This is an optimization exercise on Yosys and OpenROAD, whose aim is small area, a short achievable clock period and few clock cycles, not a production implementation. Where RTL was checked, it was by simulation tests only, not by an equivalence proof against the original. Only the layout flow was run in runs 3 and 4; the RTL was not checked for function there. Power and IR drop assume default switching activity.

==> design/flow/design.v <==
package phi_copy_sequencer_pkg;
    localparam int unsigned DEF_ID_W = 16;
    localparam logic [DEF_ID_W-1:0] DEF_TEMP_ID = 16'hFFFF;
endpackage
module copy_ready_picker #(
    parameter int unsigned N = 8
) (
    input  logic [N-1:0]        req,
    input  logic [N-1:0][N-1:0] older,
    output logic [N-1:0]        gnt,
    output logic                any
);
    always_comb begin
        for (int s = 0; s < int'(N); s++)
            gnt[s] = req[s] && !(|(req & older[s]));
        any = |req;
    end
endmodule
module phi_copy_sequencer
#(
    parameter int unsigned     ID_W       = phi_copy_sequencer_pkg::DEF_ID_W,
    parameter int unsigned     MAX_COPIES = 8,
    parameter logic [ID_W-1:0] TEMP_ID    = ID_W'(phi_copy_sequencer_pkg::DEF_TEMP_ID)
) (
    input  logic            clk,
    input  logic            rst,
    input  logic            in_valid,
    output logic            in_ready,
    input  logic [ID_W-1:0] in_dest,
    input  logic [ID_W-1:0] in_src,
    input  logic            in_last,
    output logic            out_valid,
    input  logic            out_ready,
    output logic [ID_W-1:0] out_dest,
    output logic [ID_W-1:0] out_src,
    output logic            out_last,
    output logic            out_nop,
    output logic            err_overflow,
    output logic            err_dup
);
    localparam int unsigned S    = MAX_COPIES;           
    localparam int unsigned TW   = 2;                    
    localparam int unsigned NCTX = 1 << TW;
    localparam int unsigned CW   = $clog2(MAX_COPIES + 1);
    logic            r_v, r_last;
    logic [TW-1:0]   r_tag;
    logic [ID_W-1:0] r_dest, r_src;
    logic [S-1:0]    r_slot;
    logic [S-1:0]    alloc;       
    logic [S-1:0]                 v;         
    logic [S-1:0]                 sv;        
    logic [S-1:0]                 tmp;       
    logic [S-1:0][TW-1:0]         tg;        
    logic [S-1:0][ID_W-1:0]       dest, src;
    logic [S-1:0][S-1:0]          rd;        
    logic [S-1:0][S-1:0]          yng;       
    logic [S-1:0]                 busy;      
    logic [TW-1:0]                in_tag;    
    logic [TW-1:0]                e_tag;     
    logic [NCTX-1:0]              done;      
    logic [NCTX-1:0][S-1:0]       cnt;       
    logic [NCTX-1:0]              f_ovf, f_dup;
    logic            p_v, p_save, p_last, p_nop, p_ovf, p_dup;
    logic [S-1:0]    p_sel;
    logic [S-1:0] p_hold, freev, free_nxt, alloc_nxt;
    logic         acc, rel;
    assign acc       = in_valid && in_ready;
    assign rel       = adv_o && p_v && !p_save && !p_nop;
    assign p_hold    = (p_v && !p_save && !p_nop) ? p_sel : '0;
    assign freev     = ~v & ~(r_v ? r_slot : '0) & ~p_hold;
    assign free_nxt  = (freev & ~(acc ? alloc : '0)) | (rel ? p_hold : '0);
    assign alloc_nxt = free_nxt & (~free_nxt + S'(1));
    logic [S-1:0] same_c, eq_dd, eq_sd, eq_ds, dupm;
    logic         self_cp, dup_hit, full, ins, dupw, ovf_set;
    always_comb begin
        for (int s = 0; s < int'(S); s++) begin
            same_c[s] = v[s] && (tg[s] == r_tag);
            eq_dd[s]  = (dest[s] == r_dest);
            eq_sd[s]  = (src[s]  == r_dest);
            eq_ds[s]  = (dest[s] == r_src);
        end
        dupm    = same_c & eq_dd;
        dup_hit = |dupm;
        self_cp = (r_dest == r_src);
        full    = cnt[r_tag][MAX_COPIES-1];
        ins     = r_v && !self_cp && !dup_hit && !full;
        dupw    = r_v && !self_cp && dup_hit;
        ovf_set = r_v && !self_cp && !dup_hit && full;
    end
    logic [S-1:0]        em, blocked, ready, sel_r, sel_v;
    logic [S-1:0][S-1:0] older;
    logic                any_r, any_v, act, is_nop, is_last, adv_o, adv_e;
    logic                fire, mv, sav, fin;
    always_comb begin
        for (int s = 0; s < int'(S); s++) begin
            em[s]      = v[s] && (tg[s] == e_tag);
            blocked[s] = !sv[s] && |(rd[s] & v & ~(S'(1) << s));
            for (int r = 0; r < int'(S); r++)
                older[s][r] = (r < s) ? yng[r][s] : (r > s) ? !yng[s][r] : 1'b0;
        end
        ready = em & ~blocked;
    end
    copy_ready_picker #(.N(S)) u_pick_r (.req(ready), .older(older), .gnt(sel_r), .any(any_r));
    copy_ready_picker #(.N(S)) u_pick_v (.req(em),    .older(older), .gnt(sel_v), .any(any_v));
    assign act     = done[e_tag];
    assign is_nop  = !cnt[e_tag][0];
    assign is_last = cnt[e_tag][0] && !cnt[e_tag][1];
    assign adv_o   = !out_valid || out_ready;
    assign adv_e   = !p_v || adv_o;
    assign fire    = act && adv_e;
    assign mv      = fire && !is_nop && any_r;
    assign sav     = fire && !is_nop && !any_r;
    assign fin     = fire && (is_nop || (any_r && is_last));
    logic [TW-1:0]   in_tag_nxt;
    logic [NCTX-1:0] done_nxt;
    logic [S-1:0]    busy_nxt;
    logic            room;
    assign in_tag_nxt = (acc && in_last) ? in_tag + TW'(1) : in_tag;
    always_comb begin
        for (int k = 0; k < int'(NCTX); k++)
            done_nxt[k] = (done[k] || (r_v && r_last && r_tag == TW'(k))) && !(fin && e_tag == TW'(k));
        if (ins && !rel)      busy_nxt = {busy[S-2:0], 1'b1};
        else if (rel && !ins) busy_nxt = {1'b0, busy[S-1:1]};
        else                  busy_nxt = busy;
        case ({r_v, acc, rel})
            3'b110:                room = !busy[S-3];
            3'b100, 3'b010, 3'b111: room = !busy[S-2];
            3'b000, 3'b101, 3'b011: room = !busy[S-1];
            default:               room = 1'b1;
        endcase
    end
    always_ff @(posedge clk) begin
        r_dest <= in_dest;
        r_src  <= in_src;
        r_last <= in_last;
        r_tag  <= in_tag;
        r_slot <= alloc;
    end
    always_ff @(posedge clk or posedge rst) begin
        if (rst) alloc <= S'(1);
        else     alloc <= alloc_nxt;
    end
    always_ff @(posedge clk or posedge rst) begin
        if (rst) begin
            r_v      <= 1'b0;
            in_tag   <= '0;
            in_ready <= 1'b1;
            busy     <= '0;
        end else begin
            r_v      <= acc;
            in_tag   <= in_tag_nxt;
            busy     <= busy_nxt;
            in_ready <= !done_nxt[in_tag_nxt] && (room || cnt[in_tag_nxt][MAX_COPIES-1]);
        end
    end
    function automatic logic [S-1:0] rd_col(input int j);
        for (int i = 0; i < int'(S); i++) rd_col[i] = (i != j) && rd[i][j];
    endfunction
    always_ff @(posedge clk or posedge rst) begin
        if (rst) v <= '0;
        else     v <= (v & ~(mv ? sel_r : '0)) | (ins ? r_slot : '0);
    end
    always_ff @(posedge clk) begin
        for (int s = 0; s < int'(S); s++) begin
            if (alloc[s]) begin
                tg[s]   <= in_tag;
                dest[s] <= in_dest;
                sv[s]   <= 1'b0;
                tmp[s]  <= 1'b0;
            end else if (sav) begin
                if (sel_v[s]) sv[s] <= 1'b1;
                if (|(sel_v & rd_col(s)) && v[s]) tmp[s] <= 1'b1;
            end
            if (alloc[s])                src[s] <= in_src;
            else if (dupw && dupm[s])    src[s] <= r_src;
            for (int j = 0; j < int'(S); j++) begin
                if (j != s) begin
                    if (r_slot[j] || (dupw && dupm[j])) rd[s][j] <= eq_ds[s] && same_c[s];
                    else if (r_slot[s])                 rd[s][j] <= eq_sd[j] && same_c[j];
                    if (j > s) begin
                        if (alloc[j])      yng[s][j] <= 1'b1;
                        else if (alloc[s]) yng[s][j] <= 1'b0;
                    end
                end
            end
        end
    end
    always_ff @(posedge clk or posedge rst) begin
        if (rst) begin
            done  <= '0;
            cnt   <= '0;
            f_ovf <= '0;
            f_dup <= '0;
            e_tag <= '0;
        end else begin
            done <= done_nxt;
            for (int k = 0; k < int'(NCTX); k++) begin
                case ({ins && r_tag == TW'(k), mv && e_tag == TW'(k)})
                    2'b10:   cnt[k] <= {cnt[k][S-2:0], 1'b1};
                    2'b01:   cnt[k] <= {1'b0, cnt[k][S-1:1]};
                    default: ;
                endcase
                if (fin && e_tag == TW'(k)) begin
                    f_ovf[k] <= 1'b0;
                    f_dup[k] <= 1'b0;
                end else begin
                    if (ovf_set && r_tag == TW'(k)) f_ovf[k] <= 1'b1;
                    if (dupw    && r_tag == TW'(k)) f_dup[k] <= 1'b1;
                end
            end
            if (fin) e_tag <= e_tag + TW'(1);
        end
    end
    always_ff @(posedge clk or posedge rst) begin
        if (rst) p_v <= 1'b0;
        else if (adv_e) p_v <= act;
    end
    always_ff @(posedge clk) begin
        if (adv_e) begin
            p_sel  <= is_nop ? '0 : (any_r ? sel_r : sel_v);
            p_save <= !is_nop && !any_r;
            p_last <= is_nop || (any_r && is_last);
            p_nop  <= is_nop;
            p_ovf  <= f_ovf[e_tag];
            p_dup  <= f_dup[e_tag];
        end
    end
    logic [ID_W-1:0] d_mux, s_mux;
    logic            t_mux;
    always_comb begin
        d_mux = '0;
        s_mux = '0;
        t_mux = 1'b0;
        for (int s = 0; s < int'(S); s++) begin
            d_mux |= p_sel[s] ? dest[s] : '0;
            s_mux |= p_sel[s] ? src[s]  : '0;
            t_mux |= p_sel[s] & tmp[s];
        end
    end
    always_ff @(posedge clk or posedge rst) begin
        if (rst) out_valid <= 1'b0;
        else if (adv_o) out_valid <= p_v;
    end
    always_ff @(posedge clk) begin
        if (adv_o) begin
            out_dest     <= p_save ? TEMP_ID : d_mux;
            out_src      <= p_save ? d_mux : (t_mux ? TEMP_ID : s_mux);
            out_last     <= p_last;
            out_nop      <= p_nop;
            err_overflow <= p_ovf;
            err_dup      <= p_dup;
        end
    end
endmodule
==> design/flow/run.sh <==
#!/bin/bash
# synth_recipe.tcl (not shown) runs the flow's synth.tcl, then flattens the netlist and writes it again
# the make line also repeats each setting of config.mk as NAME=value (left out here)
make -C /OpenROAD-flow-scripts/flow DESIGN_CONFIG=/design/flow/config.mk WORK_HOME=/design/flow/orfs CLKGATE_MAP_FILE= SYNTH_SCRIPT=/design/flow/synth_recipe.tcl finish
==> design/flow/config.mk <==
export PLATFORM = sky130hd
export DESIGN_NAME = phi_copy_sequencer
export DESIGN_NICKNAME = phi_copy_sequencer
export VERILOG_FILES = /design/flow/design.v
export SDC_FILE = /design/flow/constraint.sdc
export NUM_CORES = 4
export LEC_CHECK = 0
export CAP_MARGIN = 20
export CORE_MARGIN = 2
export CORE_UTILIZATION = 30
export SETUP_SLACK_MARGIN = 4.5
export SLEW_MARGIN = 20
export TNS_END_PERCENT = 5
==> design/flow/constraint.sdc <==
create_clock -name core_clock -period 7.0 [get_ports {clk}]
set_input_delay 1.4000 -clock core_clock [delete_from_list [all_inputs] [get_ports {clk}]]
set_output_delay 1.4000 -clock core_clock [all_outputs]
set_load 0.01 [all_outputs]
==> reports/qor.yml, run 1 <==
status:
  status: "timing/DRC/antenna clean"
clocking:
  htreeDepth: 2
  clk_pin_slew_ps: 70
  clkLatencyLatePin_ps: 660
  ctsHoldBuffers: 0
  cts.path.max_buffers: 3
  clock-sinks: 540
  numCtsBuffers: 55
  cts_root_buffer: "clkbuf_16"
  cts_tree: "built"
synthesis:
  yosysWarnings: 10
  yosysUniqueCellTypes: 84
  ys_seq_elements: 540
  ys_seq_area_share_pct: 52.4
  ys.flop_type: "edfxtp_1"
  syn-num-nets: 2394
  synth_edf_count: 377
  synthCells: 2348
  syn-cell-area_um2: 28600
  synth_top_area_share_pct: 39.6
  async_reset_ff_share_pct: 14.1
  synth_area_leaders: "edfxtp_1, xnor2_1, dfrtp_1"
  yosys.area.top_type: "edfxtp_1"
  synth_area_per_cell_um2: 12.2
layout:
  nFillCells: 9243
  fin_cells: 3765
  drive_gt1_share_pct: 22.6
  syn_to_final_growth_pct: 19.8
  nets: 2499
  regArea_um2: 15000
  layout_commonest_cell: "edfxtp_1"
  diodes: 0
  multi_input_area_um2: 13300
  layout_common_cells: "edfxtp_1, xnor2_1, mux2_2"
die:
  ios: 75
  initial_core_util_pct: 30.2
  die_w_um: 313
  rows: 113
  core-area_um2: 94700
  die_h_um: 313
  dieArea_um2: 97700
worst_setup_path:
  critPathLaunchType: "register"
  cp.depth: 7
  slowest_delay_ps: 830
  critPathTopFamily: "simple AND/OR/NAND/NOR gates"
  criticalPathCategory: "reg2reg"
  cp_data_required_time_ps: 7470
  path_cells: "buf_12, buf_4, xnor2_1, nand4_1, nor4_1, nand3_1, o21ai_0"
  worst-path-max-fanout: 9
  critPathArrivalTime_ps: 3450
  endpoint_kind: "register"
  rr_worst_depth: 7
  cpMaxStageDelayCell: "nor4_1"
  critPathBufInv: 2
flow_run:
  drv_cap: 0
sta:
  hold_viol_final: 0
  final.setup.tns_ps: 0
  worst_pin_slew_ps: 1020
  period_minus_slack_ps: 2980
  rsz0062_at_grt: "yes"
  fmax_ghz: 0.336
  period_share_pct: 42.6
  setup_violations: 0
  clock_skew_ps: 40.7
  slew_viol_final: 0
  slew_headroom_pct: 31.7
global_routing:
  antenna_found_initial: 4
  gr-total-overflow: 0
  grt_start_max_net_pins: 77
  grt_pass1_vias: 21000
  grtUsageTotal_pct: 21.4
  grt_pass1_wl_mm: 153
power_and_ir_drop:
  p_leak_nw: 11.4
  power_density_nw_per_um2: 210
  p_sw_mw: 1.66
  power.internal_mw: 5.52
  p_total_mw: 7.18
  combPwrFrac_pct: 6.7
  p_clk_share_pct: 45.0
  pwr-share-seq_pct: 48.4
  peakVddDrop_mv: 0.196
  switching_share_pct: 23.1
routing:
  vias_per_cell: 5.73
  via_count: 21600
  wirelength_mm: 107
  drc: 0
  drt_iter0_drc: 3038
  wl_per_cell_um: 28.5
  antenna_left: 0
  first_pass_iters: 10
place:
  dp.cells: 3561
  place.detailed.hpwl_mm: 71.0
  routabilityCongestion: 0.973
  port_buffers: 74
min_path:
  min_path_type: "reg2reg"
  whs_path_depth: 0
[metrics by stage]
step | utilization [%] | hold slack, ps | instance area, µm² | setup WS [ps]
global placement | 32.0 | 408 | 30300 | 2770
global route | 36.1 | 432 | 34200 | 4070
finish | 36.1 | 429 | 34200 | 4020
detailed placement | 32.0 | 419 | 30300 | 2740
CTS | 35.6 | 433 | 33700 | 4190
floorplan | - | 400 | 28700 | 3800
[worst paths after layout]
check / startpoint / endpoint / slack (ps)
worst max-delay path: r_dest[13] / rd[60] / 4020
worst min-delay path: p_dup / err_dup / 430
worst max register to register: r_dest[13] / rd[60] / 4020
worst min register to register: p_dup / err_dup / 430
max in group asynchronous: rst / alloc[0] / 5190
min in group asynchronous: rst / cnt[20] / 1180
[per-layer routing]
metal  up-vias  routed length [µm]  track usage, %
met2      1343               47800            33.2
met4         8                5820            9.97
met3       335               11200            5.02
met1     10800               42300            28.2
li1       9045                   -               -
met5         -                  53               0
[state kept, by name, summed over array words and instances, names as in the netlist, 8 cells and up]
signal	count
older	28
r_dest	16
out_src	16
src	128
tg	16
cnt	32
out_dest	16
p_sel	8
rd	56
r_slot	8
sv	8
v	8
busy	8
dest	128
tmp	8
r_src	16
alloc	8
[power by group through the flow]
stage                     sequential [mW]  clock [mW]  combinational, mW
after CTS                            3.47        3.27              0.456
after global routing                 3.47        3.39              0.500
after detailed placement             3.55           0              0.420
after floorplan                      3.52           0              0.282
after global placement               3.55           0              0.420
final                                3.47        3.23              0.480
[Yosys cell counts (28+ instances only)]
cell type / n
edfxtp_1: 377
a22o_1: 34
xor2_1: 137
mux2i_1: 38
a22oi_1: 101
dfrtp_1: 74
inv_1: 28
a221oi_1: 36
mux2_2: 129
a31oi_1: 33
nand4_1: 87
nor4_1: 51
clkbuf_1: 89
dfxtp_1: 87
a21oi_1: 37
o21ai_0: 109
nand2b_1: 78
nor2_1: 39
xnor2_1: 294
nand2_1: 93
nand3_1: 39
[cells by family (layout without fill, tap and decap cells)]
| family | count (synthesis) | count (layout) | synth area share, % |
|---|---|---|---|
| AO/OA/AOI/OAI | 499 | 499 | 12.9 |
| adder cells (fa/ha/maj) | 9 | 9 | 0.394 |
| buffers and inverters | 212 | 364 | 4.12 |
| multiplexers | 172 | 172 | 6.86 |
| flip-flops | 540 | 540 | 52.4 |
| XOR/XNOR | 435 | 435 | 13.5 |
| AND/OR/NAND/NOR | 481 | 481 | 9.83 |
[area by class of cell]
class | instances | share of cell area [%]
inverter | 31 | 0.431
clock inverter | 31 | 1.23
clock buffer | 73 | 4.61
sequential | 540 | 43.9
tap | 1265 | 4.62
timing repair buffer | 229 | 6.42
multi-input combinational | 1596 | 38.8
[repair_timing]
| item | in CTS | in global routing |
|---|---|---|
| gates cloned | 1 | 0 |
| pin swaps | 26 | 18 |
| setup buffers | 76 | 22 |
| endpoints found under the setup margin | 412 | 359 |
| gates resized for setup | 224 | 60 |
Testbench counts, summed over its fixed seeds: cycles 39,774.
==> run 2: changes to the inputs <==
==> design/flow/flow/run.sh (new file) <==
#!/bin/bash
# The standard layout, with faster port buffers (buf_4 instead of the
# default delay-buffer pick) and gate sizing not tied to the cell footprint.
# make's full output goes to standard.log; ORFS keeps each step's log under orfs/logs.
set -o pipefail
bash standard.sh MATCH_CELL_FOOTPRINT=0 "BUFFER_PORTS_ARGS=-buffer_cell sky130_fd_sc_hd__buf_4" finish > standard.log 2>&1
==> design/flow/standard.sh (new file) <==
#!/bin/bash
# synth_recipe.tcl (not shown) runs the flow's synth.tcl, then flattens the netlist and writes it again
# the make line also repeats each setting of config.mk as NAME=value (left out here)
make -C /OpenROAD-flow-scripts/flow DESIGN_CONFIG=/design/flow/config.mk WORK_HOME=/design/flow/orfs CLKGATE_MAP_FILE= SYNTH_SCRIPT=/design/flow/synth_recipe.tcl "${@:-finish}"
removed: design/flow/run.sh
==> reports/qor.yml, run 2 <==
layout:
  fin_cells: 3823
  drive_gt1_share_pct: 27.0
  reg_top3: "dest: 128 flops, src: 128 flops, rd: 56 flops"
  nets: 2552
  nFillCells: 9296
  layout_commonest_cell: "edfxtp_1"
  syn_to_final_growth_pct: 20.6
  layout_common_cells: "edfxtp_1, xnor2_1, buf_4"
  regArea_um2: 15000
  multi_input_area_um2: 13300
synthesis:
  synthCells: 2348
  syn-cell-area_um2: 28600
  synth_commonest_cells: "edfxtp_1, xnor2_1, xor2_1, mux2_2, o21ai_0"
  synth_area_leaders: "edfxtp_1, xnor2_1, dfrtp_1"
  yosysUniqueCellTypes: 84
  syn-num-nets: 2394
  ys_seq_elements: 540
  ys_seq_area_share_pct: 52.4
  async_reset_ff_share_pct: 14.1
  synth_top_area_share_pct: 39.6
  yosys.area.top_type: "edfxtp_1"
  ys.flop_type: "edfxtp_1"
  yosysWarnings: 10
  synth_most_common_cell: "edfxtp_1"
  synth_area_per_cell_um2: 12.2
  synth_edf_count: 377
clocking:
  ctsHoldBuffers: 0
  numCtsBuffers: 57
  clock-sinks: 540
  cts_root_buffer: "clkbuf_16"
  cts_tree: "built"
  cts.path.max_buffers: 3
  clk_pin_slew_ps: 60
  clkLatencyLatePin_ps: 650
  htreeDepth: 2
global_routing:
  antenna_found_initial: 2
  grt_pass1_wl_mm: 156
  grt_start_max_net_pins: 77
  gr-total-overflow: 0
  grt_pass1_vias: 21100
  grtUsageTotal_pct: 21.9
routing:
  wirelength_mm: 111
  via_count: 21800
  antenna_left: 0
  vias_per_cell: 5.70
  drc: 0
  wl_per_cell_um: 28.9
  first_pass_iters: 8
  drt_iter0_drc: 3136
worst_setup_path:
  criticalPathCategory: "reg2reg"
  cpMaxStageDelayCell: "a222oi_1"
  critPathLaunchType: "register"
  critPathArrivalTime_ps: 3460
  reg2reg_to: "v[1]"
  path_cells: "buf_6, a222oi_1, a31oi_2, buf_4, nor2_1, o2111ai_1, o21ai_1, a21bo_1"
  cp_data_required_time_ps: 7540
  worst-path-max-fanout: 6
  critPathBufInv: 2
  slowest_delay_ps: 490
  endpoint_kind: "register"
  r2r-start: "v[0]"
  r2r_slack_ps: 4080
  critPathTopFamily: "compound AO/OA/AOI/OAI gates"
  rr_worst_depth: 8
die:
  dieArea_um2: 97700
  die_h_um: 313
  core-area_um2: 94700
  ios: 75
  initial_core_util_pct: 30.2
  die_w_um: 313
  rows: 113
place:
  place.detailed.hpwl_mm: 72.9
  routabilityCongestion: 0.956
  dp.cells: 3558
  pre_cts_ws_ps: 2750
  port_buffers: 74
sta:
  clock_skew_ps: 29.9
  fmax_ghz: 0.342
  slew_viol_final: 0
  period_minus_slack_ps: 2920
  worst_pin_slew_ps: 969
  slew_headroom_pct: 35.4
  setup_violations: 0
  worst_slack_ps: 4080
  holdWs_ps: 408
  period_share_pct: 41.7
  hold_viol_final: 0
  rsz0062_at_grt: "yes"
  final.setup.tns_ps: 0
min_path:
  whs_path_depth: 0
  hold_path_startpoint: "p_ovf"
  whs_endpoint: "err_overflow"
  min_path_type: "reg2reg"
flow_run:
  drv_cap: 0
status:
  status: "timing/DRC/antenna clean"
power_and_ir_drop:
  power_density_nw_per_um2: 209
  p_leak_nw: 11.7
  peakVddDrop_mv: 0.189
run 2: power by group:
part	leakage [nW]	switching, mW	internal (mW)
logic	5.69	0.287	0.193
registers	5.00	0.0318	3.44
clock network	0.965	1.35	1.90
total	11.7	1.67	5.52
run 2: cells by family after synthesis:
family | after synthesis | share of synthesized area, %
buffers and inverters | 212 | 4.12
adders and majority gates | 9 | 0.394
muxes | 172 | 6.86
DFF | 540 | 52.4
xor gates and xnor gates | 435 | 13.5
AOI/OAI and AO/OA | 499 | 12.9
and+or+nand+nor | 481 | 9.83
run 2: repair_timing:
item | CTS | global route
resized for setup | 176 | 56
setup buffers | 105 | 45
pin swaps | 27 | 26
endpoints found under the setup margin | 372 | 334
cloned | 1 | 2
run 2: worst max-delay path by stage:
stage          slack, ps  startpoint  cells after the start  endpoint
2_1_floorplan       3690   out_ready                      7  in_ready
3_3_place_gp        2770   r_dest[4]                     10   cnt[24]
3_5_place_dp        2750  r_dest[15]                     10   cnt[24]
4_1_cts             4200   dest[111]                     13   cnt[19]
5_1_grt             4040        v[1]                     10   cnt[11]
6_report            4080        v[0]                      8      v[1]
run 2: area by class of cell:
class	count	area share, %
Clock inverter	36	1.22
Antenna cell	3	0.0218
Tap cell	1265	4.59
Timing Repair Buffer	278	6.96
Inverter	31	0.359
Multi-Input combinational cell	1598	38.6
Clock buffer	72	4.57
Sequential cell	540	43.7
run 2: metrics by stage:
stage / power [mW] / cell area [µm²] / utilization (%)
4_1_cts: 7.22 / 33700 / 35.6
6_report: 7.20 / 34500 / 36.4
5_1_grt: 7.37 / 34500 / 36.4
3_3_place_gp: 3.96 / 30100 / 31.8
2_1_floorplan: 3.80 / 28700 / -
3_5_place_dp: 3.96 / 30100 / 31.8
run 2: metal layers:
metal	vias up	GRT usage, %	share of wire, %
met1	10900	28.3	39
met4	2	9.46	5.2
li1	9162	-	-
met3	355	4.76	9.6
met2	1424	35.2	46
met5	-	0	0.014
==> run 3: changes to the inputs <==
--- a/design/flow/design.v
+++ b/design/flow/design.v
@@ -49,3 +49,9 @@
     logic [S-1:0]    alloc;       
+    logic [S-1:0]    r_dd;        
+    logic            r_dd_fw;     
+    logic [S-1:0]    r_fw;        
+    logic            r_self;      
+    logic            in_blk;      
     logic [S-1:0]                 v;         
+    logic [S-1:0]                 em;        
     logic [S-1:0]                 sv;        
@@ -66,2 +72,3 @@
     logic         acc, rel;
+    assign in_ready  = !in_blk;
     assign acc       = in_valid && in_ready;
@@ -77,3 +84,3 @@
             same_c[s] = v[s] && (tg[s] == r_tag);
-            eq_dd[s]  = (dest[s] == r_dest);
+            eq_dd[s]  = r_fw[s] ? r_dd_fw : r_dd[s];
             eq_sd[s]  = (src[s]  == r_dest);
@@ -83,3 +90,3 @@
         dup_hit = |dupm;
-        self_cp = (r_dest == r_src);
+        self_cp = r_self;
         full    = cnt[r_tag][MAX_COPIES-1];
@@ -89,3 +96,3 @@
     end
-    logic [S-1:0]        em, blocked, ready, sel_r, sel_v;
+    logic [S-1:0]        blocked, ready, sel_r, sel_v, em_nxt, tg_nx;
     logic [S-1:0][S-1:0] older;
@@ -95,4 +102,3 @@
         for (int s = 0; s < int'(S); s++) begin
-            em[s]      = v[s] && (tg[s] == e_tag);
-            blocked[s] = !sv[s] && |(rd[s] & v & ~(S'(1) << s));
+            blocked[s] = !sv[s] && |(rd[s] & em & ~(S'(1) << s));
             for (int r = 0; r < int'(S); r++)
@@ -113,2 +119,9 @@
     assign fin     = fire && (is_nop || (any_r && is_last));
+    always_comb begin
+        for (int s = 0; s < int'(S); s++) begin
+            tg_nx[s]  = (tg[s] == e_tag + TW'(1));
+            em_nxt[s] = fin ? ((v[s] && tg_nx[s]) || (ins && r_slot[s] && r_tag == e_tag + TW'(1)))
+                            : ((em[s] && !(fire && sel_r[s])) || (ins && r_slot[s] && r_tag == e_tag));
+        end
+    end
     logic [TW-1:0]   in_tag_nxt;
@@ -132,2 +145,6 @@
     always_ff @(posedge clk) begin
+        for (int s = 0; s < int'(S); s++) r_dd[s] <= (dest[s] == in_dest);
+        r_dd_fw <= (r_dest == in_dest);
+        r_fw    <= r_slot;
+        r_self  <= (in_dest == in_src);
         r_dest <= in_dest;
@@ -146,3 +163,3 @@
             in_tag   <= '0;
-            in_ready <= 1'b1;
+            in_blk   <= 1'b0;
             busy     <= '0;
@@ -152,3 +169,3 @@
             busy     <= busy_nxt;
-            in_ready <= !done_nxt[in_tag_nxt] && (room || cnt[in_tag_nxt][MAX_COPIES-1]);
+            in_blk   <= done[in_tag_nxt] || !(room || cnt[in_tag_nxt][MAX_COPIES-1]);
         end
@@ -159,10 +176,15 @@
     always_ff @(posedge clk or posedge rst) begin
-        if (rst) v <= '0;
-        else     v <= (v & ~(mv ? sel_r : '0)) | (ins ? r_slot : '0);
-    end
-    always_ff @(posedge clk) begin
-        for (int s = 0; s < int'(S); s++) begin
-            if (alloc[s]) begin
-                tg[s]   <= in_tag;
-                dest[s] <= in_dest;
+        if (rst) begin
+            v  <= '0;
+            em <= '0;
+        end else begin
+            v  <= (v & ~(fire ? sel_r : '0)) | (ins ? r_slot : '0);
+            em <= em_nxt;
+        end
+    end
+    always_ff @(posedge clk) begin
+        for (int s = 0; s < int'(S); s++) begin
+            if (r_slot[s]) begin
+                tg[s]   <= r_tag;
+                dest[s] <= r_dest;
                 sv[s]   <= 1'b0;
@@ -173,4 +195,3 @@
             end
-            if (alloc[s])                src[s] <= in_src;
-            else if (dupw && dupm[s])    src[s] <= r_src;
+            if (r_slot[s] || (dupw && dupm[s])) src[s] <= r_src;
             for (int j = 0; j < int'(S); j++) begin
@@ -180,4 +201,4 @@
                     if (j > s) begin
-                        if (alloc[j])      yng[s][j] <= 1'b1;
-                        else if (alloc[s]) yng[s][j] <= 1'b0;
+                        if (r_slot[j])      yng[s][j] <= 1'b1;
+                        else if (r_slot[s]) yng[s][j] <= 1'b0;
                     end
--- a/design/flow/config.mk
+++ b/design/flow/config.mk
@@ -10,3 +10,3 @@
 export CORE_UTILIZATION = 30
-export SETUP_SLACK_MARGIN = 4.5
+export SETUP_SLACK_MARGIN = 5.0
 export SLEW_MARGIN = 20
==> reports/qor.yml, run 3 <==
worst_setup_path:
  critPathArrivalTime_ps: 3500
  worst-path-max-fanout: 8
  r2r-start: "em[4]"
  cpMaxStageDelayCell: "dfrtp_4"
  critPathLaunchType: "register"
  cp_data_required_time_ps: 7520
  critPathBufInv: 1
  path_cells: "a22o_4, o41ai_4, or4b_1, a221o_1, or4_4, buf_6, a22o_1"
  criticalPathCategory: "reg2reg"
  slowest_delay_ps: 540
  cp-startpoint: "em[4]"
  critPathTopFamily: "compound AO/OA/AOI/OAI gates"
  endpoint_kind: "register"
synthesis:
  synth_area_per_cell_um2: 11.9
  syn-cell-area_um2: 27300
  yosysUniqueCellTypes: 74
  synth_commonest_cells: "xnor2_1, edfxtp_1, nand2_1, clkbuf_1, o21ai_0"
  synth_edf_count: 377
  ys_seq_area_share_pct: 56.8
  ys.flop_type: "edfxtp_1"
  yosys.area.top_type: "edfxtp_1"
  synthCells: 2294
  synth_top_area_share_pct: 41.4
  synth_most_common_cell: "xnor2_1"
  syn-num-nets: 2340
  yosysWarnings: 10
  synth_area_leaders: "edfxtp_1, xnor2_1, dfxtp_1"
  ys_seq_elements: 566
  async_reset_ff_share_pct: 14.8
clocking:
  cts_root_buffer: "clkbuf_16"
  clk_pin_slew_ps: 70
  clkLatencyLatePin_ps: 640
  clock-sinks: 566
  cts.path.max_buffers: 3
  cts_tree: "built"
  htreeDepth: 2
  numCtsBuffers: 58
place:
  routabilityCongestion: 0.955
  place.detailed.hpwl_mm: 71.1
  port_buffers: 74
  dp.cells: 3445
sta:
  final.setup.tns_ps: 0
  rsz0062_at_grt: "yes"
  worst_pin_slew_ps: 951
  period_share_pct: 42.6
  slew_viol_final: 0
  setup_violations: 0
  slew_headroom_pct: 36.6
  period_minus_slack_ps: 2980
  clock_skew_ps: 36.8
  fmax_ghz: 0.336
  hold_viol_final: 0
layout:
  nFillCells: 8701
  layout_commonest_cell: "xnor2_1"
  syn_to_final_growth_pct: 21.6
  final_util_pct: 36.8
  multi_input_area_um2: 11800
  reg_top3: "dest: 128 flops, src: 128 flops, rd: 56 flops"
  nets: 2509
  regArea_um2: 15600
  fin_cells: 3689
  drive_gt1_share_pct: 20.3
  layout_common_cells: "xnor2_1, edfxtp_1, buf_4"
routing:
  wirelength_mm: 105
  antenna_left: 0
  drt_iter0_drc: 2938
  wl_per_cell_um: 28.5
  via_count: 21200
  first_pass_iters: 10
  vias_per_cell: 5.74
  drc: 0
die:
  die_w_um: 306
  dieArea_um2: 93500
  die_h_um: 306
  rows: 110
  initial_core_util_pct: 30.3
  core-area_um2: 90100
  ios: 75
global_routing:
  antenna_found_initial: 0
  grtUsageTotal_pct: 21.9
  grt_pass1_wl_mm: 150
  gr-total-overflow: 0
  grt_pass1_vias: 20400
  grt_start_max_net_pins: 59
power_and_ir_drop:
  peakVddDrop_mv: 0.251
  power_density_nw_per_um2: 424
  p_total_mw: 14.1
  p_leak_nw: 11.5
status:
  status: "timing/DRC/antenna clean"
min_path:
  min_path_type: "reg2reg"
  hold_path_startpoint: "alloc[6]"
flow_run:
  drv_cap: 0
[run 3: cell types whose count changed in the layout (fill, tap and decap cells not counted), sizes merged, moves of 33 or more]
cell and change:
xor2 -125, mux2 -119, nand4 +33, xnor2 +144, nand2 +58, nand2b -53
[run 3: kinds of logic (layout without fill, tap and decap cells)]
family / after synthesis / count (layout) / share of synthesized area, %
AO/OA/AOI/OAI: 511 / 511 / 13.4
AND/OR/NAND/NOR: 510 / 510 / 9.79
XOR/XNOR: 454 / 454 / 14.6
flip-flops: 566 / 566 / 56.8
adder cells (fa/ha/maj): 9 / 9 / 0.412
buffers and inverters: 190 / 408 / 2.73
multiplexers: 54 / 54 / 2.34
other: 0 / 1 / 0
[run 3: worst paths after layout]
kind | to | slack [ps] | cells past startpoint
worst max-delay path | v[3] | 4020 | 7
worst min-delay path | r_slot[6] | 350 | 0
worst max register to register | v[3] | 4020 | 7
worst min register to register | r_slot[6] | 350 | 0
max in group asynchronous | e_tag[0] | 4890 | 3
min in group asynchronous | busy[0] | 850 | 2
[run 3: layout make-up]
cell class / count / share of cell area, %
repair buffers: 256 / 6.57
repair inverters: 2 / 0.0377
clock inverters: 38 / 1.30
well taps: 1176 / 4.43
inverters: 41 / 0.508
flip-flops and latches: 566 / 47.1
diodes: 1 / 0.00753
multi-input cells: 1538 / 35.4
clock buffers: 71 / 4.71
[run 3: what timing repair did]
item / 4_1_cts / 5_1_grt
endpoints found under the setup margin: 477 / 491
cloned: 3 / 1
gates resized for setup: 90 / 151
hold buffers: 0 / 0
pin swaps: 26 / 34
buffers inserted: 61 / 69
[run 3: layer usage]
layer / GRT usage (%) / routed length, µm
met3: 3.91 / 9970
met5: 0 / 0
met4: 9.25 / 4910
met1: 29.1 / 42000
met2: 35.0 / 48300
[run 3: through the flow]
stage	hold WS, ps	setup WS, ps	area, µm²
global route	354	3980	33200
detailed placement	355	2910	29200
global placement	353	2920	29200
finish	350	4020	33200
CTS	346	4040	32000
floorplan	348	3940	27400
[run 3: power by group]
part / internal, mW / switching (mW) / total, mW
clock network: 1.90 / 1.39 / 3.28
logic: 2.07 / 3.25 / 5.32
registers: 4.58 / 0.892 / 5.47
[run 3: worst reg2reg max path: stages, from the launching register on]
cell,delay (ps)
dfrtp_4,540
a22o_4,300
o41ai_4,410
or4b_1,480
a221o_1,300
or4_4,540
buf_6,140
a22o_1,160
==> run 4: changes to the inputs <==
--- a/design/flow/config.mk
+++ b/design/flow/config.mk
@@ -7,2 +7,3 @@
 export LEC_CHECK = 0
+export ABC_AREA = 1
 export CAP_MARGIN = 20
==> reports/qor.yml, run 4 <==
clocking:
  cts.path.max_buffers: 3
  ctsHoldBuffers: 0
  clkLatencyLatePin_ps: 670
  clk_pin_slew_ps: 60
  cts_root_buffer: "clkbuf_16"
  numCtsBuffers: 58
  htreeDepth: 2
  clock-sinks: 566
  cts_tree: "built"
routing:
  drc: 0
  via_count: 26400
  drt_iter0_drc: 3750
  wirelength_mm: 118
  wl_per_cell_um: 24.5
  first_pass_iters: 6
  antenna_left: 0
  vias_per_cell: 5.47
power_and_ir_drop:
  p_leak_nw: 14.9
  p_total_mw: 15.9
  power_density_nw_per_um2: 430
  peakVddDrop_mv: 0.290
place:
  port_buffers: 74
  place.detailed.hpwl_mm: 77.0
  placed_area_um2: 31000
  routabilityCongestion: 0.992
synthesis:
  yosysUniqueCellTypes: 56
  syn-num-nets: 3279
  synth_commonest_cells: "nand2_1, edfxtp_1, inv_1, o21ai_0, xnor2_1"
  syn-cell-area_um2: 29100
  synth_area_per_cell_um2: 9.00
  ys_seq_elements: 566
  ys_seq_area_share_pct: 53.3
  synth_top_area_share_pct: 38.9
  yosysWarnings: 10
  synth_area_leaders: "edfxtp_1, nand2_1, dfxtp_1"
  yosys.area.top_type: "edfxtp_1"
  ys.flop_type: "edfxtp_1"
  synth_most_common_cell: "nand2_1"
  synth_edf_count: 377
  synthCells: 3233
  async_reset_ff_share_pct: 14.8
layout:
  final_util_pct: 38.3
  syn_to_final_growth_pct: 26.7
  nets: 3537
  stdcell_area_um2: 36900
  layout_common_cells: "nand2_1, edfxtp_1, inv_1"
  layout_commonest_cell: "nand2_1"
  reg_top3: "dest: 128 flops, src: 128 flops, rd: 56 flops"
  nFillCells: 9560
  drive_gt1_share_pct: 22.7
global_routing:
  grt_start_max_net_pins: 85
  grt_pass1_vias: 23900
  antenna_found_initial: 1
  grt_pass1_wl_mm: 163
  grtUsageTotal_pct: 22.2
  gr-total-overflow: 0
die:
  dieArea_um2: 99500
  initial_core_util_pct: 30.2
  core-area_um2: 96400
  die_w_um: 315
  rows: 114
  die_h_um: 315
  ios: 75
worst_setup_path:
  critPathArrivalTime_ps: 1260
  endpoint_kind: "output port"
  critPathTopFamily: "flip-flops"
  critPathLaunchType: "register"
  criticalPathCategory: "reg2out"
  critPathBufInv: 1
  cpMaxStageDelayCell: "edfxtp_1"
  cp_data_required_time_ps: 5600
  worst-path-max-fanout: 1
  path_cells: "buf_6"
  slowest_delay_ps: 440
sta:
  hold_viol_final: 0
  rsz0062_at_grt: "yes"
  period_minus_slack_ps: 2660
  holdWs_ps: 372
  worst_pin_slew_ps: 1170
  setup_violations: 0
  fmax_ghz: 0.376
  final.setup.tns_ps: 0
  period_share_pct: 38.0
  slew_viol_final: 0
  slew_headroom_pct: 22.2
  clock_skew_ps: 42.1
min_path:
  min_path_type: "reg2reg"
flow_run:
  drv_cap: 0
status:
  status: "timing/DRC/antenna clean"
run 4: kinds of logic after synthesis:
kind of cell / share of synthesized area (%)
adder cells (fa/ha/maj): 0.387
flip-flops: 53.3
XOR/XNOR: 7.82
AND/OR/NAND/NOR: 22.0
buffers and inverters: 6.28
AO/OA/AOI/OAI: 10.2
run 4: path summary, 6_finish.rpt:
| check | cells after the start | end | start | slack, ps |
|---|---|---|---|---|
| min reg2reg | 0 | r_slot[3] | alloc[3] | 370 |
| max in group asynchronous | 3 | em[7] | rst | 5430 |
| min | 0 | r_slot[3] | alloc[3] | 370 |
| max reg2reg | 5 | out_dest[0] | p_sel[0] | 4390 |
| min in group asynchronous | 3 | v[4] | rst | 980 |
| max | 1 | out_src[2] | out_src[2] | 4340 |
run 4: final cells by class:
| type | count | area, µm² | share of cell area [%] |
|---|---|---|---|
| Sequential cell | 566 | 15600 | 42.3 |
| Multi-Input combinational cell | 2236 | 13300 | 35.9 |
| Timing Repair Buffer | 316 | 2980 | 8.09 |
| Clock buffer | 81 | 1670 | 4.53 |
| Tap cell | 1276 | 1600 | 4.33 |
| Inverter | 302 | 1340 | 3.63 |
| Clock inverter | 29 | 345 | 0.936 |
| Timing Repair inverter | 11 | 83.8 | 0.227 |
| Antenna cell | 1 | 2.50 | 0.00678 |
run 4: timing repair:
item	4_1_cts	5_1_grt
buffers inserted	56	140
hold endpoints to repair	0	0
setup endpoints to repair	440	427
resized for setup	155	354
cloned	9	16
pin swaps	26	82
run 4: metal layers:
layer  routed length, µm  part of all wire [%]  GRT usage (%)
met5                   0                     0              0
met1               44300                    37           28.7
met4                7820                   6.6           11.4
met2               53100                    45           34.9
met3               13000                    11           4.76
run 4: through the flow:
stage	std cells	worst slack, ps
final	4818	4340
after global routing	4817	4290
after floorplan	3233	3430
after CTS	4661	4320
after detailed placement	4486	3130
after global placement	4486	3170
run 4: power by group:
| part | leakage, nW | internal, mW | switching, mW |
|---|---|---|---|
| combinational | 8.55 | 2.33 | 4.58 |
| sequential | 5.40 | 4.77 | 0.855 |
| clock | 0.973 | 1.90 | 1.43 |
==> run 5: changes to the inputs <==
--- a/design/flow/design.v
+++ b/design/flow/design.v
@@ -77,3 +77,3 @@
     assign freev     = ~v & ~(r_v ? r_slot : '0) & ~p_hold;
-    assign free_nxt  = (freev & ~(acc ? alloc : '0)) | (rel ? p_hold : '0);
+    assign free_nxt  = (freev & ~(acc ? alloc : '0)) | (rel ? p_hold : '0) | ((r_v && !ins) ? r_slot : '0);
     assign alloc_nxt = free_nxt & (~free_nxt + S'(1));
@@ -137,3 +137,3 @@
         else                  busy_nxt = busy;
-        case ({r_v, acc, rel})
+        case ({ins, acc, rel})
             3'b110:                room = !busy[S-3];
--- a/design/flow/config.mk
+++ b/design/flow/config.mk
@@ -11,3 +11,3 @@
 export CORE_UTILIZATION = 30
-export SETUP_SLACK_MARGIN = 5.0
+export SETUP_SLACK_MARGIN = 4.4
 export SLEW_MARGIN = 20
==> reports/qor.yml, run 5 <==
synthesis:
  synth-xor-area-share_pct: 7.32
  synth_area_per_cell_um2: 9.16
  ys_seq_area_share_pct: 53.4
  synth_fa_ha_area_share_pct: 0.387
  yosysWarnings: 10
  synthSimpleGateAreaFrac_pct: 21.0
  yosysUniqueCellTypes: 69
  synth_edf_count: 377
  synth_compound_area_share_pct: 11.8
  synth_top_family_by_area: "simple AND/OR/NAND/NOR gates"
  synth_most_common_cell: "nand2_1"
  syn-num-nets: 3221
  synth_commonest_cells: "nand2_1, edfxtp_1, inv_1, o21ai_0, xnor2_1"
  ys_seq_elements: 566
  synthCells: 3175
  synthMuxAreaShare_pct: 0
  synth_area_leaders: "edfxtp_1, nand2_1, dfxtp_1"
  syn-cell-area_um2: 29100
  synth_top_area_share_pct: 38.9
  yosys.area.top_type: "edfxtp_1"
  ys.flop_type: "edfxtp_1"
  async_reset_ff_share_pct: 14.8
clocking:
  htreeDepth: 2
  clock-sinks: 566
  cts_root_buffer: "clkbuf_16"
  clkLatencyLatePin_ps: 680
  clk_pin_slew_ps: 70
  cts_tree: "built"
  cts.path.max_buffers: 3
  ctsHoldBuffers: 0
  numCtsBuffers: 60
layout:
  syn_to_final_growth_pct: 16.9
  drive_gt1_share_pct: 14.7
  nets: 3322
  nFillCells: 9841
  diodes: 0
  layout_commonest_cell: "nand2_1"
  layout_common_cells: "nand2_1, edfxtp_1, inv_1"
  reg_top3: "dest: 128 flops, src: 128 flops, rd: 56 flops"
die:
  die_w_um: 315
  die_h_um: 315
  ios: 75
  rows: 114
  dieArea_um2: 99400
  core-area_um2: 96400
  initial_core_util_pct: 30.1
global_routing:
  antenna_found_initial: 1
  grt_pass1_vias: 23700
  grtUsageTotal_pct: 22.3
  grt_start_max_net_pins: 85
  gr-total-overflow: 0
  grt_pass1_wl_mm: 163
place:
  port_buffers: 74
  pre_cts_ws_ps: 2510
  place.detailed.hpwl_mm: 77.0
  routabilityCongestion: 0.968
worst_setup_path:
  endpoint_kind: "register"
  path_cells: "buf_4, clkinvlp_4, o21ai_0, a2111oi_1, buf_4, a21oi_1"
  critPathArrivalTime_ps: 3270
  critPathLaunchType: "register"
  r2r-start: "p_sel[4]"
  slowest_delay_ps: 740
  path_common_cell: "buf_4"
  cp_data_required_time_ps: 7410
  critPathTopFamily: "compound AO/OA/AOI/OAI gates"
  r2r_slack_ps: 4140
  worst-path-max-fanout: 22
  rr_worst_depth: 6
  critPathBufInv: 3
  criticalPathCategory: "reg2reg"
  reg2reg_to: "out_src[4]"
  cpMaxStageDelayCell: "a2111oi_1"
routing:
  via_count: 25100
  wl_per_cell_um: 24.8
  wirelength_mm: 114
  drc: 0
  vias_per_cell: 5.45
  first_pass_iters: 6
  antenna_left: 0
  drt_iter0_drc: 3436
sta:
  worst_pin_slew_ps: 1170
  period_share_pct: 40.9
  hold_viol_final: 0
  worst_slack_ps: 4140
  setup_violations: 0
  fmax_ghz: 0.349
  rsz0062_at_grt: "yes"
  final.setup.tns_ps: 0
  slew_viol_final: 0
  period_minus_slack_ps: 2860
  slew_headroom_pct: 21.1
  clock_skew_ps: 40.9
  holdWs_ps: 367
power_and_ir_drop:
  p_leak_nw: 13.3
  p_total_mw: 14.9
  peakVddDrop_mv: 0.251
  power_density_nw_per_um2: 439
min_path:
  hold_path_startpoint: "alloc[2]"
  min_path_type: "reg2reg"
  whs_path_depth: 0
  whs_endpoint: "r_slot[2]"
flow_run:
  drv_cap: 0
status:
  status: "timing/DRC/antenna clean"
-- run 5: cell count changes in the layout (fill, tap and decap cells not counted), sizes merged, moves of 14 or more --
cell | before | now
a221oi | 50 | 65
nand2 | 974 | 875
buf | 311 | 162
o21ai | 193 | 227
clkinvlp | 40 | 26
xor2 | 70 | 53
o22ai | 68 | 52
-- run 5: power by group --
part | total, mW | switching, mW | internal (mW)
Sequential | 5.63 | 0.833 | 4.80
Clock | 3.39 | 1.49 | 1.91
Combinational | 5.88 | 4.11 | 1.77
Total | 14.9 | 6.42 | 8.48
-- run 5: worst reg2reg max path, delay by kind of cell (launching register included) --
family / cells / cell delay [ps]
AOI/OAI and AO/OA: 3 / 1150
buffers and inverters: 3 / 1050
DFF: 1 / 390
-- run 5: worst max path at each step --
| stage | startpoint | endpoint | slack (ps) | depth (start not counted) |
|---|---|---|---|---|
| finish | p_sel[4] | out_src[4] | 4140 | 6 |
| CTS | r_v | rd[7] | 4150 | 10 |
| global placement | out_ready | cnt[17] | 2590 | 14 |
| floorplan | out_ready | cnt[14] | 3440 | 13 |
| detailed placement | out_ready | cnt[20] | 2510 | 14 |
| global route | p_sel[4] | out_src[4] | 4180 | 6 |
-- run 5: metal layers --
metal  wire [µm]  global-route usage, %  up-vias  part of all wire, %
li1            -                      -    11100                    -
met1       44800                   29.7    12200                   39
met2       50700                   34.6     1506                   44
met3       11700                   3.93      321                   10
met4        6850                   11.9        0                  6.0
met5           0                      0        -                    0
-- run 5: logic make-up (layout without fill, tap and decap cells) --
family,count (synthesis),count (layout)
DFF,566,566
AOI/OAI and AO/OA,550,550
xor gates and xnor gates,243,243
buffers and inverters,425,575
adders and majority gates,9,9
and+or+nand+nor,1382,1385
-- run 5: metrics by stage --
step / std cells / utilization, % / area [µm²]
global placement: 4441 / 32.1 / 31000
global route: 4604 / 35.2 / 34000
detailed placement: 4441 / 32.1 / 31000
finish: 4604 / 35.2 / 34000
floorplan: 3175 / - / 29100
CTS: 4592 / 34.8 / 33600
-- run 5: repair_timing --
item / in CTS / in global routing
endpoints found under the setup margin: 409 / 367
resized for setup: 80 / 64
pin swaps: 11 / 2
cloned: 7 / 4
setup buffers: 30 / 8
-- run 5: area by class of cell --
cell class	instances	area, µm²	share of cell area, %
flip-flops and latches	566	15600	45.8
multi-input cells	2187	12200	36.0
clock buffers	75	1610	4.74
well taps	1276	1600	4.70
repair buffers	163	1290	3.79
inverters	291	1180	3.47
clock inverters	39	459	1.35
repair inverters	7	45.0	0.133
Testbench counts of run 5, summed over its fixed seeds: cycles 39,532.
==> run 6: changes to the inputs <==
--- a/design/flow/config.mk
+++ b/design/flow/config.mk
@@ -7,3 +7,2 @@
 export LEC_CHECK = 0
-export ABC_AREA = 1
 export CAP_MARGIN = 20
==> reports/qor.yml, run 6 <==
status:
  status: "timing/DRC/antenna clean"
place:
  routabilityCongestion: 0.959
  placed_area_um2: 29400
  port_buffers: 74
  dp.cells: 3470
  place.detailed.hpwl_mm: 71.5
routing:
  highest_layer: "met5"
  dr_wl_met2_mm: 47.0
  wl_per_cell_um: 28.7
  first_pass_iters: 8
  wl_met1_mm: 41.9
  via_count: 21000
  vias_per_cell: 5.76
  antenna_left: 0
  drt_iter0_drc: 2912
  wirelength_mm: 104
  drc: 0
  wl_met3_mm: 10.7
layout:
  layout_commonest_cell: "xnor2_1"
  nFillCells: 8896
  reg_top3: "dest: 128 flops, src: 128 flops, rd: 56 flops"
  fin_cells: 3645
  syn_to_final_growth_pct: 17.3
  stdcell_area_um2: 32300
  drive_gt1_share_pct: 15.9
  layout_common_cells: "xnor2_1, edfxtp_1, buf_4"
  nets: 2452
die:
  dieArea_um2: 94100
  rows: 111
  ios: 75
  die_w_um: 307
  core-area_um2: 91200
  die_h_um: 307
  initial_core_util_pct: 30.1
worst_setup_path:
  critPathLaunchType: "register"
  slowest_delay_ps: 900
  r2r-start: "em[0]"
  rr_worst_depth: 9
  critPathBufInv: 2
  worst-path-max-fanout: 10
  criticalPathCategory: "reg2reg"
  cp-startpoint: "em[0]"
  cp_data_required_time_ps: 7570
  endpoint_kind: "register"
  critPathArrivalTime_ps: 3350
  cpMaxStageDelayCell: "a2111oi_4"
  path_cells: "buf_2, buf_4, nand2_1, o21ai_0, a2111oi_4, a222oi_1, nand3_1, a31oi_1, nor2_1"
  critPathTopFamily: "compound AO/OA/AOI/OAI gates"
  cp.depth: 9
global_routing:
  grt_pass1_vias: 20500
  gr-total-overflow: 0
  grt_pass1_wl_mm: 149
  grtUsageTotal_pct: 21.7
  grt_start_max_net_pins: 62
  antenna_found_initial: 2
synthesis:
  syn-num-nets: 2359
  ys_seq_elements: 566
  synth_most_common_cell: "xnor2_1"
  async_reset_ff_share_pct: 14.8
  yosys.area.top_type: "edfxtp_1"
  synth_top_area_share_pct: 41.2
  synth_area_per_cell_um2: 11.9
  synth_area_leaders: "edfxtp_1, xnor2_1, dfxtp_1"
  synthCells: 2313
  synth_commonest_cells: "xnor2_1, edfxtp_1, nand2_1, o21ai_0"
  yosysUniqueCellTypes: 76
  ys.flop_type: "edfxtp_1"
  synth_edf_count: 377
  syn-cell-area_um2: 27500
  yosysWarnings: 10
  ys_seq_area_share_pct: 56.5
sta:
  fmax_ghz: 0.360
  hold_viol_final: 0
  period_share_pct: 39.7
  final.setup.tns_ps: 0
  setup_violations: 0
  worst_pin_slew_ps: 1040
  slew_headroom_pct: 30.2
  period_minus_slack_ps: 2780
  slew_viol_final: 0
  rsz0062_at_grt: "yes"
  clock_skew_ps: 24.6
clocking:
  cts_root_buffer: "clkbuf_16"
  clk_pin_slew_ps: 60
  numCtsBuffers: 59
  clock-sinks: 566
  ctsHoldBuffers: 0
  htreeDepth: 2
  clkLatencyLatePin_ps: 650
  cts.path.max_buffers: 3
  cts_tree: "built"
power_and_ir_drop:
  combPwrFrac_pct: 37.8
  power_density_nw_per_um2: 450
  p_sw_mw: 5.75
  pwr-share-seq_pct: 38.9
  p_leak_nw: 10.9
  p_clk_share_pct: 23.3
  peakVddDrop_mv: 0.208
  switching_share_pct: 39.6
  power.internal_mw: 8.76
min_path:
  whs_path_depth: 0
  hold_path_startpoint: "alloc[3]"
  min_path_type: "reg2reg"
flow_run:
  drv_cap: 0
==> run 6: cell count changes after synthesis, moves of 39 or more <==
cell	change
inv_1	-222
nor2_1	-103
o22ai_1	-47
xnor2_1	+252
or2_2	-45
o21ai_0	-91
a21oi_1	-74
nand2_1	-695
nand4_1	+63
nand3_1	-123
a22oi_1	+108
xor2_1	-40
mux2i_1	+39
==> run 6: metal layers <==
metal	up-vias	GRT usage, %
met5	-	0
met4	2	9.25
met3	247	4.47
met2	1306	33.8
met1	10500	29.4
li1	8894	-
==> run 6: kinds of logic (layout without fill, tap and decap cells) <==
group                      count (synthesis)  after routing  share of synthesized area, %
DFF                                      566            566                          56.5
AOI/OAI and AO/OA                        524            524                          13.6
and+or+nand+nor                          499            499                          9.58
xor gates and xnor gates                 455            455                          14.5
buffers and inverters                    205            349                          3.10
muxes                                     55             55                          2.36
adders and majority gates                  9              9                         0.409
other                                      0              2                             0
==> run 6: through the flow <==
step | power, mW | setup slack (ps) | util, % | hold WS [ps]
6_report | 14.5 | 4220 | 35.3 | 373
3_5_place_dp | 10.6 | 2810 | 32.2 | 355
5_1_grt | 15.0 | 4180 | 35.3 | 383
4_1_cts | 14.2 | 4250 | 35.1 | 369
2_1_floorplan | 8.39 | 3630 | - | 340
3_3_place_gp | 10.5 | 2830 | 32.2 | 352
==> run 6: power groups by stage <==
stage	clock network (mW)	logic, mW	registers, mW
after floorplan	0	3.06	5.33
after CTS	3.42	5.18	5.60
final	3.38	5.49	5.64
after global routing	3.54	5.80	5.71
after detailed placement	0	4.81	5.75
after global placement	0	4.79	5.76
==> run 6: path summary, 6_finish.rpt <==
kind | endpoint | slack (ps)
setup / recovery | tmp[0] | 4220
hold / removal | r_slot[3] | 370
setup reg to reg | tmp[0] | 4220
hold reg to reg | r_slot[3] | 370
max in group asynchronous | e_tag[0] | 4930
min in group asynchronous | v[1] | 810
==> run 6: final cells by class <==
cell class | count | area, µm² | share of cell area, %
Tap cell | 1186 | 1480 | 4.60
Clock inverter | 37 | 433 | 1.34
Multi-Input combinational cell | 1542 | 11400 | 35.4
Inverter | 50 | 199 | 0.617
Timing Repair Buffer | 187 | 1510 | 4.69
Clock buffer | 75 | 1630 | 5.05
Antenna cell | 2 | 5.00 | 0.0155
Sequential cell | 566 | 15600 | 48.3
==> run 6: timing repair <==
item,in CTS,in global routing
pin swaps,17,13
resized for setup,100,25
gates cloned,0,1
setup endpoints to repair,343,216
buffers inserted,47,13
==> run 7: changes to the inputs <==
--- a/design/flow/config.mk
+++ b/design/flow/config.mk
@@ -9,3 +9,3 @@
 export CORE_MARGIN = 2
-export CORE_UTILIZATION = 30
+export CORE_UTILIZATION = 45
 export SETUP_SLACK_MARGIN = 4.4
==> reports/qor.yml, run 7 <==
synthesis:
  async_reset_ff_share_pct: 14.8
  synth_commonest_cells: "xnor2_1, edfxtp_1, nand2_1, o21ai_0"
  synth_most_common_cell: "xnor2_1"
  syn-num-nets: 2359
  ys.flop_type: "edfxtp_1"
  ys_seq_elements: 566
  synth_area_per_cell_um2: 11.9
  yosys.area.top_type: "edfxtp_1"
  syn-cell-area_um2: 27500
  synth_edf_count: 377
  synth_area_leaders: "edfxtp_1, xnor2_1, dfxtp_1"
  synth_top_area_share_pct: 41.2
  ys_seq_area_share_pct: 56.5
  synthCells: 2313
  yosysWarnings: 10
  yosysUniqueCellTypes: 76
global_routing:
  grt_pass1_vias: 20700
  grt_start_max_net_pins: 85
  grt_pass1_wl_mm: 148
  gr-total-overflow: 0
  antenna_found_initial: 5
  grtUsageTotal_pct: 32.3
clocking:
  cts.path.max_buffers: 3
  htreeDepth: 2
  ctsHoldBuffers: 0
  cts_root_buffer: "clkbuf_16"
  clkLatencyLatePin_ps: 660
  clk_pin_slew_ps: 60
  clock-sinks: 566
  numCtsBuffers: 60
  cts_tree: "built"
worst_setup_path:
  slowest_delay_ps: 440
  endpoint_kind: "register"
  path_common_cell: "nor2_4"
  critPathArrivalTime_ps: 3320
  critPathBufInv: 2
  critPathLaunchType: "register"
  critPathTopFamily: "simple AND/OR/NAND/NOR gates"
  cp_data_required_time_ps: 7520
  cpMaxStageDelayCell: "a222oi_1"
  worst-path-max-fanout: 8
  criticalPathCategory: "reg2reg"
  path_cells: "buf_4, a222oi_1, a31oi_1, nor2_2, or4_4, nor2_4, nor2_4, and2_4, ha_4, buf_6, a22o_1"
routing:
  wl_met3_mm: 11.8
  highest_layer: "met4"
  wl_per_cell_um: 31.7
  drt_iter0_drc: 2890
  antenna_left: 0
  wl_met1_mm: 41.8
  via_count: 21200
  wirelength_mm: 103
  drc: 0
  first_pass_iters: 7
  vias_per_cell: 6.54
  dr_wl_met2_mm: 45.3
layout:
  drive_gt1_share_pct: 15.5
  nets: 2455
  layout_common_cells: "xnor2_1, edfxtp_1, buf_4"
  fin_cells: 3244
  layout_commonest_cell: "xnor2_1"
  nFillCells: 5311
  reg_top3: "dest: 128 flops, src: 128 flops, rd: 56 flops"
  syn_to_final_growth_pct: 15.1
die:
  initial_core_util_pct: 45.6
  ios: 75
  die_w_um: 251
  die_h_um: 251
  rows: 90
  dieArea_um2: 63100
  core-area_um2: 60400
power_and_ir_drop:
  power_density_nw_per_um2: 449
  pwr-share-seq_pct: 39.7
  p_sw_mw: 5.73
  power.internal_mw: 8.50
  peakVddDrop_mv: 0.317
  combPwrFrac_pct: 37.8
  p_clk_share_pct: 22.5
  switching_share_pct: 40.3
  p_leak_nw: 10.9
sta:
  slew_viol_final: 0
  hold_viol_final: 0
  period_share_pct: 40.0
  clock_skew_ps: 35.5
  fmax_ghz: 0.357
  worst_pin_slew_ps: 999
  setup_violations: 0
  period_minus_slack_ps: 2800
  slew_headroom_pct: 33.4
  rsz0062_at_grt: "yes"
  final.setup.tns_ps: 0
place:
  dp.cells: 3064
  routabilityCongestion: 0.993
  place.detailed.hpwl_mm: 70.0
  port_buffers: 74
status:
  status: "timing/DRC/antenna clean"
min_path:
  min_path_type: "reg2reg"
flow_run:
  drv_cap: 0
[run 7: cell types whose count changed in the layout (fill, tap and decap cells not counted), moves of 4 or more]
cell,change
bufinv_16,-7
buf_6,-6
clkbuf_1,+6
o21ai_0,+6
o21ai_1,-6
clkinvlp_4,-5
a2111oi_0,-4
a2111oi_4,+4
[run 7: metrics by stage]
stage	hold WS (ps)	area (µm²)	utilization, %	setup slack (ps)	power [mW]
detailed placement	360	28900	47.8	2890	10.5
CTS	373	31400	52.0	4250	13.9
global placement	348	28900	47.8	2920	10.5
finish	372	31700	52.5	4200	14.2
global route	385	31700	52.5	4160	14.7
floorplan	340	27600	-	3630	8.39
[run 7: metal layers]
| layer | GRT usage, % | up-vias |
|---|---|---|
| li1 | - | 8894 |
| met3 | 7.77 | 233 |
| met2 | 48.6 | 1404 |
| met4 | 11.6 | 0 |
| met5 | 0 | - |
| met1 | 45.4 | 10700 |
[run 7: layout make-up]
type | instances | area [µm²] | share of cell area [%]
clock inverters | 29 | 244 | 0.771
well taps | 782 | 978 | 3.09
clock buffers | 85 | 1710 | 5.39
repair buffers | 189 | 1530 | 4.84
flip-flops and latches | 566 | 15600 | 49.2
inverters | 50 | 199 | 0.628
diodes | 1 | 2.50 | 0.00790
multi-input cells | 1542 | 11400 | 36.1
[run 7: what timing repair did]
action | 4_1_cts | 5_1_grt
cloned | 2 | 0
setup endpoints to repair | 303 | 212
gates resized for setup | 68 | 31
pin swaps | 11 | 18
buffers inserted | 42 | 21
[run 7: kinds of logic (layout without fill, tap and decap cells)]
kind of cell	after synthesis	in the layout	share of synthesized area [%]
flops	566	566	56.5
compound gates	524	524	13.6
simple gates	499	499	9.58
xor+xnor	455	455	14.5
buf+inv	205	353	3.10
mux	55	55	2.36
fa+ha+maj	9	9	0.409
other cells	0	1	0
[run 7: path summary, 6_finish.rpt]
check                       endpoint  cells after the start     start  slack, ps
max reg2reg                  cnt[15]                     11     em[6]       4200
max                          cnt[15]                     11     em[6]       4200
min in group asynchronous     cnt[0]                      3       rst       1000
min                        r_slot[4]                      0  alloc[4]        370
max in group asynchronous   e_tag[0]                      3       rst       5370
min reg2reg                r_slot[4]                      0  alloc[4]        370
[run 7: power groups by stage]
stage	Sequential [mW]	Clock, mW	Combinational [mW]
after floorplan	5.33	0	3.06
after global placement	5.73	0	4.75
after detailed placement	5.73	0	4.78
after CTS	5.61	3.22	5.10
after global routing	5.71	3.35	5.68
final	5.65	3.19	5.38

[static timing again, ports no longer ideal]
The flow's constraints put no driver on any port. The routed layouts listed below were extracted and timed again, unchanged, in two steps. Step 1 (the two cells are an assumption about what drives the block):
set clk [get_ports {clk}]
set_driving_cell -lib_cell sky130_fd_sc_hd__clkbuf_16 $clk
set_driving_cell -lib_cell sky130_fd_sc_hd__buf_2 [delete_from_list [all_inputs] $clk]
Step 2 also shifts input and output timing later by t, the mid clock arrival at the registers, as if the neighbouring blocks saw the same clock. Slacks: ideal / step 1 / step 2; pairs: ideal / step 1.
run	t (ns)	slack for setup (ns)	worst setup path at the end	clock arrival spread, ns	worst register clock-pin slew, ns
run 1	0.703	4.020 / 4.020 / 3.542	input to register	0.042 / 0.041	0.07 / 0.07
run 2	0.704	4.080 / 4.080 / 3.614	input to register	0.031 / 0.031	0.07 / 0.07
run 3	0.689	4.021 / 4.021 / 3.658	input to register	0.042 / 0.042	0.07 / 0.07
run 4	0.715	4.338 / 4.271 / 3.673	input to register	0.042 / 0.042	0.07 / 0.07
run 5	0.734	4.137 / 4.137 / 3.634	input to register	0.041 / 0.041	0.07 / 0.07
run 6	0.700	4.221 / 4.211 / 3.699	input to register	0.025 / 0.026	0.07 / 0.07
run 7	0.706	4.202 / 4.202 / 3.636	input to register	0.036 / 0.036	0.07 / 0.07
After both steps setup and hold are still met in every run listed. For run 4, which loses most, drivers alone change the setup slack by -0.067 ns; drivers and shift together by -0.665 ns.
